What follows belongs to an exercise in optimizing a design on an open flow for small area; a production flow would make more cautious choices. In this exercise RTL edits were held to simulation tests only and were not proved equivalent to the original. Power is estimated from default activity; no workload was simulated.

==> flow/design.v <==
`timescale 1ns/1ps
package rv_isa_pkg;
  localparam int XLEN = 32;
  typedef logic [XLEN-1:0] word_t;
  typedef logic [4:0]      reg_addr_t;
  typedef enum logic [6:0] {
    OPC_OP_IMM = 7'b0010011,
    OPC_OP     = 7'b0110011,
    OPC_LUI    = 7'b0110111,
    OPC_AUIPC  = 7'b0010111,
    OPC_JAL    = 7'b1101111,
    OPC_JALR   = 7'b1100111,
    OPC_BRANCH = 7'b1100011,
    OPC_SYSTEM = 7'b1110011
  } opcode_e;
  localparam logic [6:0] FUNCT7_ALT = 7'b0100000;
  localparam logic [2:0] F3_ADD_SUB = 3'b000;
  localparam logic [2:0] F3_SLL     = 3'b001;
  localparam logic [2:0] F3_SR      = 3'b101;
  typedef struct packed {
    logic [6:0] funct7;
    reg_addr_t  rs2;
    reg_addr_t  rs1;
    logic [2:0] funct3;
    reg_addr_t  rd;
    opcode_e    opcode;
  } r_fmt_t;
  typedef struct packed {
    logic [11:0] imm_11_0;
    reg_addr_t   rs1;
    logic [2:0]  funct3;
    reg_addr_t   rd;
    opcode_e     opcode;
  } i_fmt_t;
  typedef struct packed {
    logic [6:0] imm_11_5;
    reg_addr_t  rs2;
    reg_addr_t  rs1;
    logic [2:0] funct3;
    logic [4:0] imm_4_0;
    opcode_e    opcode;
  } s_fmt_t;
  typedef struct packed {
    logic       imm_12;
    logic [5:0] imm_10_5;
    reg_addr_t  rs2;
    reg_addr_t  rs1;
    logic [2:0] funct3;
    logic [3:0] imm_4_1;
    logic       imm_11;
    opcode_e    opcode;
  } b_fmt_t;
  typedef struct packed {
    logic [19:0] imm_31_12;
    reg_addr_t   rd;
    opcode_e     opcode;
  } u_fmt_t;
  typedef struct packed {
    logic       imm_20;
    logic [9:0] imm_10_1;
    logic       imm_11;
    logic [7:0] imm_19_12;
    reg_addr_t  rd;
    opcode_e    opcode;
  } j_fmt_t;
  typedef union packed {
    r_fmt_t r;
    i_fmt_t i;
    s_fmt_t s;
    b_fmt_t b;
    u_fmt_t u;
    j_fmt_t j;
  } rv_insn_u;
endpackage
`timescale 1ns/1ps
package core_pkg;
  localparam int          NUM_REGS = 32;
  localparam logic [31:0] RESET_PC = 32'h0000_0000;
  localparam logic [31:0] PC_STEP  = 32'd4;
  typedef enum logic [3:0] {
    ALU_ADD  = 4'b0000,
    ALU_SLL  = 4'b0001,
    ALU_SLT  = 4'b0010,
    ALU_SLTU = 4'b0011,
    ALU_XOR  = 4'b0100,
    ALU_SRL  = 4'b0101,
    ALU_OR   = 4'b0110,
    ALU_AND  = 4'b0111,
    ALU_SUB  = 4'b1000,
    ALU_SRA  = 4'b1101
  } alu_op_e;
  typedef enum logic [1:0] {
    SRC_A_RS1  = 2'd0,
    SRC_A_PC   = 2'd1,
    SRC_A_ZERO = 2'd2
  } src_a_e;
  typedef enum logic [1:0] {
    SRC_B_RS2  = 2'd0,
    SRC_B_IMM  = 2'd1,
    SRC_B_STEP = 2'd2
  } src_b_e;
  typedef enum logic [1:0] {
    FLOW_SEQ    = 2'd0,
    FLOW_BRANCH = 2'd1,
    FLOW_JAL    = 2'd2,
    FLOW_JALR   = 2'd3
  } flow_e;
  typedef enum logic [2:0] {
    BR_EQ  = 3'b000,
    BR_NE  = 3'b001,
    BR_LT  = 3'b100,
    BR_GE  = 3'b101,
    BR_LTU = 3'b110,
    BR_GEU = 3'b111
  } branch_cond_e;
endpackage
`timescale 1ns/1ps
module rv_decoder (
  input  rv_isa_pkg::word_t        insn,
  output core_pkg::alu_op_e      dec_alu_op,
  output core_pkg::src_a_e       dec_src_a,
  output core_pkg::src_b_e       dec_src_b,
  output rv_isa_pkg::word_t        dec_imm,
  output rv_isa_pkg::reg_addr_t    dec_rs1,
  output rv_isa_pkg::reg_addr_t    dec_rs2,
  output rv_isa_pkg::reg_addr_t    dec_rd,
  output logic         dec_wb_en,
  output core_pkg::flow_e        dec_flow,
  output core_pkg::branch_cond_e dec_branch_cond,
  output logic         dec_halt
);
  rv_isa_pkg::rv_insn_u   iw;
  rv_isa_pkg::word_t      imm_i;
  rv_isa_pkg::word_t      imm_b;
  rv_isa_pkg::word_t      imm_u;
  rv_isa_pkg::word_t      imm_j;
  logic [2:0] funct3;
  logic       is_reg;
  logic       f7_zero;
  logic       f7_alt;
  logic       alt_sel;
  logic       alu_ok;
  assign iw     = insn;
  assign funct3 = iw.r.funct3;
  assign imm_i = {{20{iw.i.imm_11_0[11]}}, iw.i.imm_11_0};
  assign imm_b = {{19{iw.b.imm_12}}, iw.b.imm_12, iw.b.imm_11, iw.b.imm_10_5,
                  iw.b.imm_4_1, 1'b0};
  assign imm_u = {iw.u.imm_31_12, 12'b0};
  assign imm_j = {{11{iw.j.imm_20}}, iw.j.imm_20, iw.j.imm_19_12, iw.j.imm_11,
                  iw.j.imm_10_1, 1'b0};
  assign is_reg  = (iw.r.opcode == rv_isa_pkg::OPC_OP);
  assign f7_zero = (iw.r.funct7 == '0);
  assign f7_alt  = (iw.r.funct7 == rv_isa_pkg::FUNCT7_ALT);
  assign alt_sel = f7_alt && ((funct3 == rv_isa_pkg::F3_SR) || (is_reg && funct3 == rv_isa_pkg::F3_ADD_SUB));
  always_comb begin
    if (is_reg) begin
      alu_ok = f7_zero || alt_sel;
    end else if (funct3 == rv_isa_pkg::F3_SLL) begin
      alu_ok = f7_zero;
    end else if (funct3 == rv_isa_pkg::F3_SR) begin
      alu_ok = f7_zero || f7_alt;
    end else begin
      alu_ok = 1'b1;
    end
  end
  assign dec_rs1 = iw.r.rs1;
  assign dec_rs2 = iw.r.rs2;
  assign dec_rd  = iw.r.rd;
  assign dec_branch_cond = core_pkg::branch_cond_e'(funct3);
  always_comb begin
    dec_alu_op = core_pkg::ALU_ADD;
    dec_src_a  = core_pkg::SRC_A_RS1;
    dec_src_b  = core_pkg::SRC_B_IMM;
    dec_imm    = imm_i;
    dec_wb_en  = 1'b0;
    dec_flow   = core_pkg::FLOW_SEQ;
    dec_halt   = 1'b0;
    case (iw.r.opcode)
      rv_isa_pkg::OPC_LUI: begin
        dec_src_a = core_pkg::SRC_A_ZERO;
        dec_imm   = imm_u;
        dec_wb_en = 1'b1;
      end
      rv_isa_pkg::OPC_AUIPC: begin
        dec_src_a = core_pkg::SRC_A_PC;
        dec_imm   = imm_u;
        dec_wb_en = 1'b1;
      end
      rv_isa_pkg::OPC_JAL: begin
        dec_src_a = core_pkg::SRC_A_PC;
        dec_src_b = core_pkg::SRC_B_STEP;
        dec_imm   = imm_j;
        dec_wb_en = 1'b1;
        dec_flow  = core_pkg::FLOW_JAL;
      end
      rv_isa_pkg::OPC_JALR: begin
        if (funct3 == 3'b000) begin
          dec_src_a = core_pkg::SRC_A_PC;
          dec_src_b = core_pkg::SRC_B_STEP;
          dec_wb_en = 1'b1;
          dec_flow  = core_pkg::FLOW_JALR;
        end
      end
      rv_isa_pkg::OPC_BRANCH: begin
        if (funct3[2:1] != 2'b01) begin
          dec_imm  = imm_b;
          dec_flow = core_pkg::FLOW_BRANCH;
        end
      end
      rv_isa_pkg::OPC_OP_IMM, rv_isa_pkg::OPC_OP: begin
        dec_alu_op = core_pkg::alu_op_e'({alt_sel, funct3});
        dec_src_b  = is_reg ? core_pkg::SRC_B_RS2 : core_pkg::SRC_B_IMM;
        dec_wb_en  = alu_ok;
      end
      rv_isa_pkg::OPC_SYSTEM: begin
        dec_halt = (iw.i.imm_11_0 == '0) && (iw.i.rs1 == '0) &&
                   (funct3 == 3'b000) && (iw.i.rd == '0);
      end
      default: begin
      end
    endcase
  end
endmodule
`timescale 1ns/1ps
module rv_regfile (
  input  logic      clk,
  input  logic      rst,
  input  rv_isa_pkg::reg_addr_t dec_rs1,
  input  rv_isa_pkg::reg_addr_t dec_rs2,
  input  rv_isa_pkg::reg_addr_t dec_rd,
  input  logic      dec_wb_en,
  input  rv_isa_pkg::word_t     rd_data,
  output rv_isa_pkg::word_t     rs1_data,
  output rv_isa_pkg::word_t     rs2_data,
  output logic      write_done
);
  rv_isa_pkg::word_t regs [core_pkg::NUM_REGS];
  assign write_done = dec_wb_en && !rst && (dec_rd != '0);
  always_ff @(posedge clk) begin
    if (rst) begin
      for (int i = 0; i < core_pkg::NUM_REGS; i++) begin
        regs[i] <= '0;
      end
    end else if (write_done) begin
      regs[dec_rd] <= rd_data;
    end
  end
  assign rs1_data = (dec_rs1 == '0) ? '0 : regs[dec_rs1];
  assign rs2_data = (dec_rs2 == '0) ? '0 : regs[dec_rs2];
endmodule
`timescale 1ns/1ps
module rv_alu (
  input  core_pkg::alu_op_e      dec_alu_op,
  input  core_pkg::src_a_e       dec_src_a,
  input  core_pkg::src_b_e       dec_src_b,
  input  rv_isa_pkg::word_t        dec_imm,
  input  core_pkg::branch_cond_e dec_branch_cond,
  input  rv_isa_pkg::word_t pc,
  input  rv_isa_pkg::word_t rs1_data,
  input  rv_isa_pkg::word_t rs2_data,
  output rv_isa_pkg::word_t result,
  output logic  branch_taken
);
  rv_isa_pkg::word_t      op_a;
  rv_isa_pkg::word_t      op_b;
  logic [4:0] shamt;
  always_comb begin
    case (dec_src_a)
      core_pkg::SRC_A_PC:   op_a = pc;
      core_pkg::SRC_A_ZERO: op_a = '0;
      default:    op_a = rs1_data;
    endcase
  end
  always_comb begin
    case (dec_src_b)
      core_pkg::SRC_B_IMM:  op_b = dec_imm;
      core_pkg::SRC_B_STEP: op_b = core_pkg::PC_STEP;
      default:    op_b = rs2_data;
    endcase
  end
  assign shamt = op_b[4:0];
  always_comb begin
    case (dec_alu_op)
      core_pkg::ALU_SUB:  result = op_a - op_b;
      core_pkg::ALU_SLL:  result = op_a << shamt;
      core_pkg::ALU_SLT:  result = rv_isa_pkg::word_t'($signed(op_a) < $signed(op_b));
      core_pkg::ALU_SLTU: result = rv_isa_pkg::word_t'(op_a < op_b);
      core_pkg::ALU_XOR:  result = op_a ^ op_b;
      core_pkg::ALU_SRL:  result = op_a >> shamt;
      core_pkg::ALU_SRA:  result = $signed(op_a) >>> shamt;
      core_pkg::ALU_OR:   result = op_a | op_b;
      core_pkg::ALU_AND:  result = op_a & op_b;
      default:  result = op_a + op_b;
    endcase
  end
  always_comb begin
    case (dec_branch_cond)
      core_pkg::BR_EQ:   branch_taken = (rs1_data == rs2_data);
      core_pkg::BR_NE:   branch_taken = (rs1_data != rs2_data);
      core_pkg::BR_LT:   branch_taken = ($signed(rs1_data) < $signed(rs2_data));
      core_pkg::BR_GE:   branch_taken = ($signed(rs1_data) >= $signed(rs2_data));
      core_pkg::BR_LTU:  branch_taken = (rs1_data < rs2_data);
      core_pkg::BR_GEU:  branch_taken = (rs1_data >= rs2_data);
      default: branch_taken = 1'b0;
    endcase
  end
endmodule
`timescale 1ns/1ps
module rv_pc_unit (
  input  logic      clk,
  input  logic      rst,
  input  core_pkg::flow_e     dec_flow,
  input  rv_isa_pkg::word_t     dec_imm,
  input  rv_isa_pkg::word_t     rs1_data,
  input  logic      branch_taken,
  output rv_isa_pkg::word_t     pc
);
  rv_isa_pkg::word_t pc_seq;
  rv_isa_pkg::word_t pc_rel;
  rv_isa_pkg::word_t pc_next;
  assign pc_seq = pc + core_pkg::PC_STEP;
  assign pc_rel = pc + dec_imm;
  always_comb begin
    case (dec_flow)
      core_pkg::FLOW_BRANCH: pc_next = branch_taken ? pc_rel : pc_seq;
      core_pkg::FLOW_JAL:    pc_next = pc_rel;
      core_pkg::FLOW_JALR:   pc_next = (rs1_data + dec_imm) & ~rv_isa_pkg::word_t'(1);
      default:     pc_next = pc_seq;
    endcase
  end
  always_ff @(posedge clk) begin
    if (rst) begin
      pc <= core_pkg::RESET_PC;
    end else begin
      pc <= pc_next;
    end
  end
endmodule
`timescale 1ns/1ps
module rv_core_top (
  input  logic      clk,
  input  logic      rst,
  input  rv_isa_pkg::word_t     insn_from_imem,
  output rv_isa_pkg::word_t     pc_to_imem,
  output logic      halt,
  output rv_isa_pkg::word_t     trace_completed_pc,
  output rv_isa_pkg::word_t     trace_completed_insn,
  output logic      trace_rd_we,
  output rv_isa_pkg::reg_addr_t trace_rd,
  output rv_isa_pkg::word_t     trace_rd_data
);
  core_pkg::alu_op_e      dec_alu_op;
  core_pkg::src_a_e       dec_src_a;
  core_pkg::src_b_e       dec_src_b;
  rv_isa_pkg::word_t        dec_imm;
  rv_isa_pkg::reg_addr_t    dec_rs1;
  rv_isa_pkg::reg_addr_t    dec_rs2;
  rv_isa_pkg::reg_addr_t    dec_rd;
  logic         dec_wb_en;
  core_pkg::flow_e        dec_flow;
  core_pkg::branch_cond_e dec_branch_cond;
  logic         dec_halt;
  rv_isa_pkg::word_t rs1_data;
  rv_isa_pkg::word_t rs2_data;
  rv_isa_pkg::word_t alu_result;
  logic  branch_taken;
  rv_decoder u_decoder (
    .insn            (insn_from_imem),
    .dec_alu_op      (dec_alu_op),
    .dec_src_a       (dec_src_a),
    .dec_src_b       (dec_src_b),
    .dec_imm         (dec_imm),
    .dec_rs1         (dec_rs1),
    .dec_rs2         (dec_rs2),
    .dec_rd          (dec_rd),
    .dec_wb_en       (dec_wb_en),
    .dec_flow        (dec_flow),
    .dec_branch_cond (dec_branch_cond),
    .dec_halt        (dec_halt)
  );
  rv_regfile u_regfile (
    .clk        (clk),
    .rst        (rst),
    .dec_rs1    (dec_rs1),
    .dec_rs2    (dec_rs2),
    .dec_rd     (dec_rd),
    .dec_wb_en  (dec_wb_en),
    .rd_data    (alu_result),
    .rs1_data   (rs1_data),
    .rs2_data   (rs2_data),
    .write_done (trace_rd_we)
  );
  rv_alu u_alu (
    .dec_alu_op      (dec_alu_op),
    .dec_src_a       (dec_src_a),
    .dec_src_b       (dec_src_b),
    .dec_imm         (dec_imm),
    .dec_branch_cond (dec_branch_cond),
    .pc              (pc_to_imem),
    .rs1_data        (rs1_data),
    .rs2_data        (rs2_data),
    .result          (alu_result),
    .branch_taken    (branch_taken)
  );
  rv_pc_unit u_pc_unit (
    .clk          (clk),
    .rst          (rst),
    .dec_flow     (dec_flow),
    .dec_imm      (dec_imm),
    .rs1_data     (rs1_data),
    .branch_taken (branch_taken),
    .pc           (pc_to_imem)
  );
  assign halt = dec_halt && !rst;
  assign trace_completed_pc   = pc_to_imem;
  assign trace_completed_insn = insn_from_imem;
  assign trace_rd             = dec_rd;
  assign trace_rd_data        = alu_result;
endmodule
==> flow/run.sh <==
#!/bin/bash
# synth_recipe.tcl (not shown) runs the flow's synth.tcl, then flattens the netlist and writes it again
# the make line also repeats each setting of config.mk as NAME=value (left out here)
make -C /OpenROAD-flow-scripts/flow DESIGN_CONFIG=/design/flow/config.mk WORK_HOME=/design/flow/orfs CLKGATE_MAP_FILE= SYNTH_SCRIPT=/design/flow/synth_recipe.tcl finish
==> flow/config.mk <==
export PLATFORM = sky130hd
export DESIGN_NAME = rv_core_top
export DESIGN_NICKNAME = rv_core_top
export VERILOG_FILES = /design/flow/design.v
export SDC_FILE = /design/flow/constraint.sdc
export NUM_CORES = 4
export LEC_CHECK = 0
export CAP_MARGIN = 20
export CORE_MARGIN = 2
export CORE_UTILIZATION = 40
export SETUP_SLACK_MARGIN = 0.3
export SLEW_MARGIN = 20
==> flow/constraint.sdc <==
create_clock -name core_clock -period 12.0 [get_ports {clk}]
set_input_delay 2.4000 -clock core_clock [delete_from_list [all_inputs] [get_ports {clk}]]
set_output_delay 2.4000 -clock core_clock [all_outputs]
set_load 0.01 [all_outputs]
==> run summary <==
## final cells by class
type                            count  share of cell area
Multi-Input combinational cell   4414               0.437
Timing Repair Buffer              739              0.0820
Tap cell                         2325              0.0361
Antenna cell                        7            0.000217
Clock buffer                      134              0.0363
Inverter                          200             0.00938
Clock inverter                     75             0.00935
Sequential cell                  1056               0.390
## report_power, final
group | total [W] | switching (W) | internal, W | leakage, nW
registers | 0.00424 | 0.0000742 | 0.00416 | 10.8
clock network | 0.00359 | 0.00160 | 0.00199 | 1.79
logic | 0.00345 | 0.00233 | 0.00111 | 18.3
total | 0.0113 | 0.00401 | 0.00726 | 30.9
## what timing repair did
item | 4_1_cts | 5_1_grt
endpoints found under the setup margin | 16 | 21
resized for setup | 16 | 22
pin swaps | 2 | 17
buffers inserted | 1 | 8
## per-stage QoR
stage	instance area, sq um	setup TNS (ps)	utilization	worst slack (ps)
5_1_grt	80500	0	0.464	302
3_3_place_gp	76600	-370	0.441	-240
2_1_floorplan	70000	0	-	1130
6_report	80600	0	0.464	391
3_5_place_dp	76700	-37.1	0.441	-21.4
4_1_cts	80400	0	0.463	323
## critical path, stage by stage
cell and delay [ps]:
sky130_fd_sc_hd__buf_4 420, sky130_fd_sc_hd__buf_4 420, sky130_fd_sc_hd__mux4_2 390, sky130_fd_sc_hd__a22o_1 290
sky130_fd_sc_hd__a311oi_4 470, sky130_fd_sc_hd__buf_4 250, sky130_fd_sc_hd__or3b_2 140, sky130_fd_sc_hd__nand2_1 90
sky130_fd_sc_hd__buf_4 180, sky130_fd_sc_hd__ha_1 200, sky130_fd_sc_hd__buf_4 150, sky130_fd_sc_hd__fa_1 460
sky130_fd_sc_hd__a21oi_1 180, sky130_fd_sc_hd__o21bai_1 130, sky130_fd_sc_hd__a31oi_2 270, sky130_fd_sc_hd__o41ai_1 110
sky130_fd_sc_hd__buf_4 150, sky130_fd_sc_hd__a31o_4 280, sky130_fd_sc_hd__buf_4 150, sky130_fd_sc_hd__a21oi_1 340
sky130_fd_sc_hd__o31ai_1 150, sky130_fd_sc_hd__xor2_1 200, sky130_fd_sc_hd__o22ai_1 140, sky130_fd_sc_hd__a211oi_4 500
sky130_fd_sc_hd__buf_12 170, sky130_fd_sc_hd__inv_2 50, sky130_fd_sc_hd__clkdlybuf4s50_1 480
## logic make-up after synthesis
logic type | after synthesis | synth area share
AND/OR/NAND/NOR | 2085 | 0.134
AO/OA/AOI/OAI | 1328 | 0.138
flip-flops | 1056 | 0.449
buffers and inverters | 834 | 0.0573
multiplexers | 677 | 0.173
adder cells (fa/ha/maj) | 198 | 0.0359
XOR/XNOR | 94 | 0.0118
other | 1 | 0.0000537
## layout by cell type (no fill, tap or decap), drive strengths merged, types with 44 or more instances in the layout
master | netlist | routed
nor2 | 1076 | 1076
edfxtp | 1024 | 1024
buf | 333 | 583
mux4 | 425 | 425
nand2 | 398 | 398
a21oi | 308 | 308
mux2i | 235 | 235
inv | 199 | 204
nand3 | 199 | 199
ha | 194 | 194
o21ai | 193 | 193
clkdlybuf4s50 | 0 | 154
nor3 | 137 | 137
clkbuf | 301 | 134
o211ai | 81 | 81
o22ai | 73 | 73
a22oi | 63 | 63
nand4 | 63 | 63
a21o | 57 | 57
xnor2 | 56 | 56
a221oi | 55 | 55
o221ai | 54 | 54
and3 | 53 | 53
clkinv | 1 | 53
a31oi | 46 | 46
a211oi | 44 | 44
## sequential cells by signal (all words and copies together), names as in the netlist
name            flops
u_regfile.regs   1024
u_pc_unit.pc       32
## synthesized netlist by cell type, types with 143 or more instances
cell type                  count
sky130_fd_sc_hd__clkbuf_1    301
sky130_fd_sc_hd__nand2_1     397
sky130_fd_sc_hd__ha_1        194
sky130_fd_sc_hd__nor2_1      987
sky130_fd_sc_hd__edfxtp_1   1024
sky130_fd_sc_hd__inv_1       180
sky130_fd_sc_hd__nand3_1     190
sky130_fd_sc_hd__buf_2       153
sky130_fd_sc_hd__mux4_2      425
sky130_fd_sc_hd__o21ai_0     143
sky130_fd_sc_hd__mux2i_1     235
sky130_fd_sc_hd__a21oi_1     308
## final timing paths
kind                           from                 to
max reg2reg  u_regfile.regs[29][31]   u_pc_unit.pc[17]
min                u_pc_unit.pc[29]   u_pc_unit.pc[30]
min reg2reg        u_pc_unit.pc[29]   u_pc_unit.pc[30]
max              insn_from_imem[22]  trace_rd_data[20]
## per-layer routing
metal	vias to the layer above	part of all wire	track usage	routed length, microns
met3	872	0.12	0.0982	40400
met2	4381	0.45	0.591	156000
met5	-	0.00025	0	88
met1	30570	0.36	0.484	127000
li1	24374	-	-	-
met4	16	0.071	0.229	24900
==> flow_metrics.env <==
export IMPL_worstPathRequired_ps=9600
export IMPL_worstPathArrival_ps=9210
export IMPL_finalWeightedCongestion=1.07
export IMPL_yosysTopAreaCellShare=0.440
export IMPL_clock_latency_reported_for_the_late_side_of_the_worst_skew_pair_ps=780
export IMPL_chipWidth_microns=422
export IMPL_total_power_w=0.0113
export IMPL_worst_setup_path_end_kind="primary output"
export IMPL_dp_cells=8725
export IMPL_synth_yosys_seq_area_share=0.449
export IMPL_route_vias_total=60213
export IMPL_timing_critical_path_fanout_max=24
export IMPL_post_synth_inst_count=6273
export IMPL_multi_input_comb_area_sq_mm=0.0352
export IMPL_yosys_warnings=4
export IMPL_synthToLayoutAreaGrowth_pct=15.3
export IMPL_globalRouteOverflowTotal=0
export IMPL_postRouteWirelength_mm=349
export IMPL_power_per_cell_area_mw_per_mm2=140
export IMPL_final_net_count=6756
export IMPL_detail_route_wl_per_cell_microns=39.0
export IMPL_peakVddDrop_v=0.000125
export IMPL_drt_pass1_iterations=6
export IMPL_synth_area_per_cell_sq_um=11.1
export IMPL_holdCritPathClass="reg -> reg"
export IMPL_numCtsBuffers=113
export IMPL_max_slew_margin_vs_limit=0.196
export IMPL_final_hold_viol_count=0
export IMPL_cts_tree="built"
export IMPL_grt_start_max_net_pins=89
export IMPL_final_period_minus_worst_setup_slack_ps=11610
export IMPL_rows=153
export IMPL_p_leak_nw=30.9
export IMPL_grt_antenna_before_repair=17
export IMPL_synthesis_area_sq_mm=0.0699
export IMPL_setup_repair_after_global_routing_missed_its_margin="no"
export IMPL_finalSetupViolCount=0
export IMPL_vias_in_the_first_global_route=57396
export IMPL_criticalPathCategory="in -> out"
export IMPL_drive_gt1_frac=0.228
export IMPL_worst_r2r_cell_count=16
export IMPL_placement_io_buffers=168
export IMPL_final_fill_count=16097
export IMPL_synth_ff_latch_count=1056
export IMPL_grt_use_total=0.383
export IMPL_status="finished clean"
export IMPL_ff2ff_setup_slack_ps=4850
export IMPL_clk_pin_slew_ps=60
export IMPL_grt_first_pass_wirelength_mm=475
export IMPL_timing_max_cap_violations=0
export IMPL_setup_worst_path_start_class="input pin"
export IMPL_design_portCount=169
export IMPL_fp_dieH_microns=422
export IMPL_max_slew_worst_pin_slew_ps=1200
export IMPL_clock_tree_htree_level_count=3
export IMPL_clockBufferDepth=3
export IMPL_synth_edff_count=1024
export IMPL_ctsRootBufferMaster="sky130_fd_sc_hd__clkbuf_16"
export IMPL_timing_fmax_ghz=0.0861
export IMPL_detailedPlacementHpwl_mm=253
export IMPL_clock_skew_final_ps=52.3
export IMPL_initial_utilization=0.402
export IMPL_final_seq_area_sq_mm=0.0314
export IMPL_final_cells=8950
export IMPL_holdPathStages=4
export IMPL_final_period_utilization=0.967
export IMPL_synth_top_cells_by_area="sky130_fd_sc_hd__edfxtp_1 (44%), sky130_fd_sc_hd__mux4_2 (14%), sky130_fd_sc_hd__nor2_1 (5.3%)"
export IMPL_drt_antenna_violating_nets=0
export IMPL_async_flop_share=0
export IMPL_synth_ff_type="sky130_fd_sc_hd__edfxtp_1"
export IMPL_timing_max_transition_violations_final=0
export IMPL_synth_cell_types=116
export IMPL_post_drt_via_cell_ratio=6.73
export IMPL_post_synth_top_area_cell="sky130_fd_sc_hd__edfxtp_1"
export IMPL_dieArea_sq_mm=0.178
export IMPL_cts_hold_fix_buffers=0
export IMPL_detail_route_drc_violations=0
export IMPL_core_area_sq_mm=0.174
export IMPL_fin_worst_hold_slack_ps=717
export IMPL_clock_sink_count=1056
export IMPL_first_drt_iteration_drcs=8968

## port drivers added, routing unchanged
How much do the figures lean on ideal ports? The routed layout below was timed once more, with nothing changed but the port constraints.
Step 1: set_driving_cell puts a clkbuf_16 on clk and a buf_2 on each other input, an assumption about the parent block.
Step 2 times the ports against the registers' clock, not the clock port: input delays grow and output delays shrink by t, the midpoint of the rising clock arrivals with the driver on.
a / b / c = no drivers / after step 1 / after step 2; a / b = the first two.
t (ns): 0.844
setup WS [ns]: 0.391 / 0.307 / 0.307
worst hold slack (ns): 0.717 / 0.717 / 0.717
worst setup path at the end: input to output
worst register clock-pin slew, ns: 0.09 / 0.09
After both steps setup and hold are still met in this run. For this run, drivers alone change the setup slack by -0.084 ns; drivers and shift together by -0.084 ns.
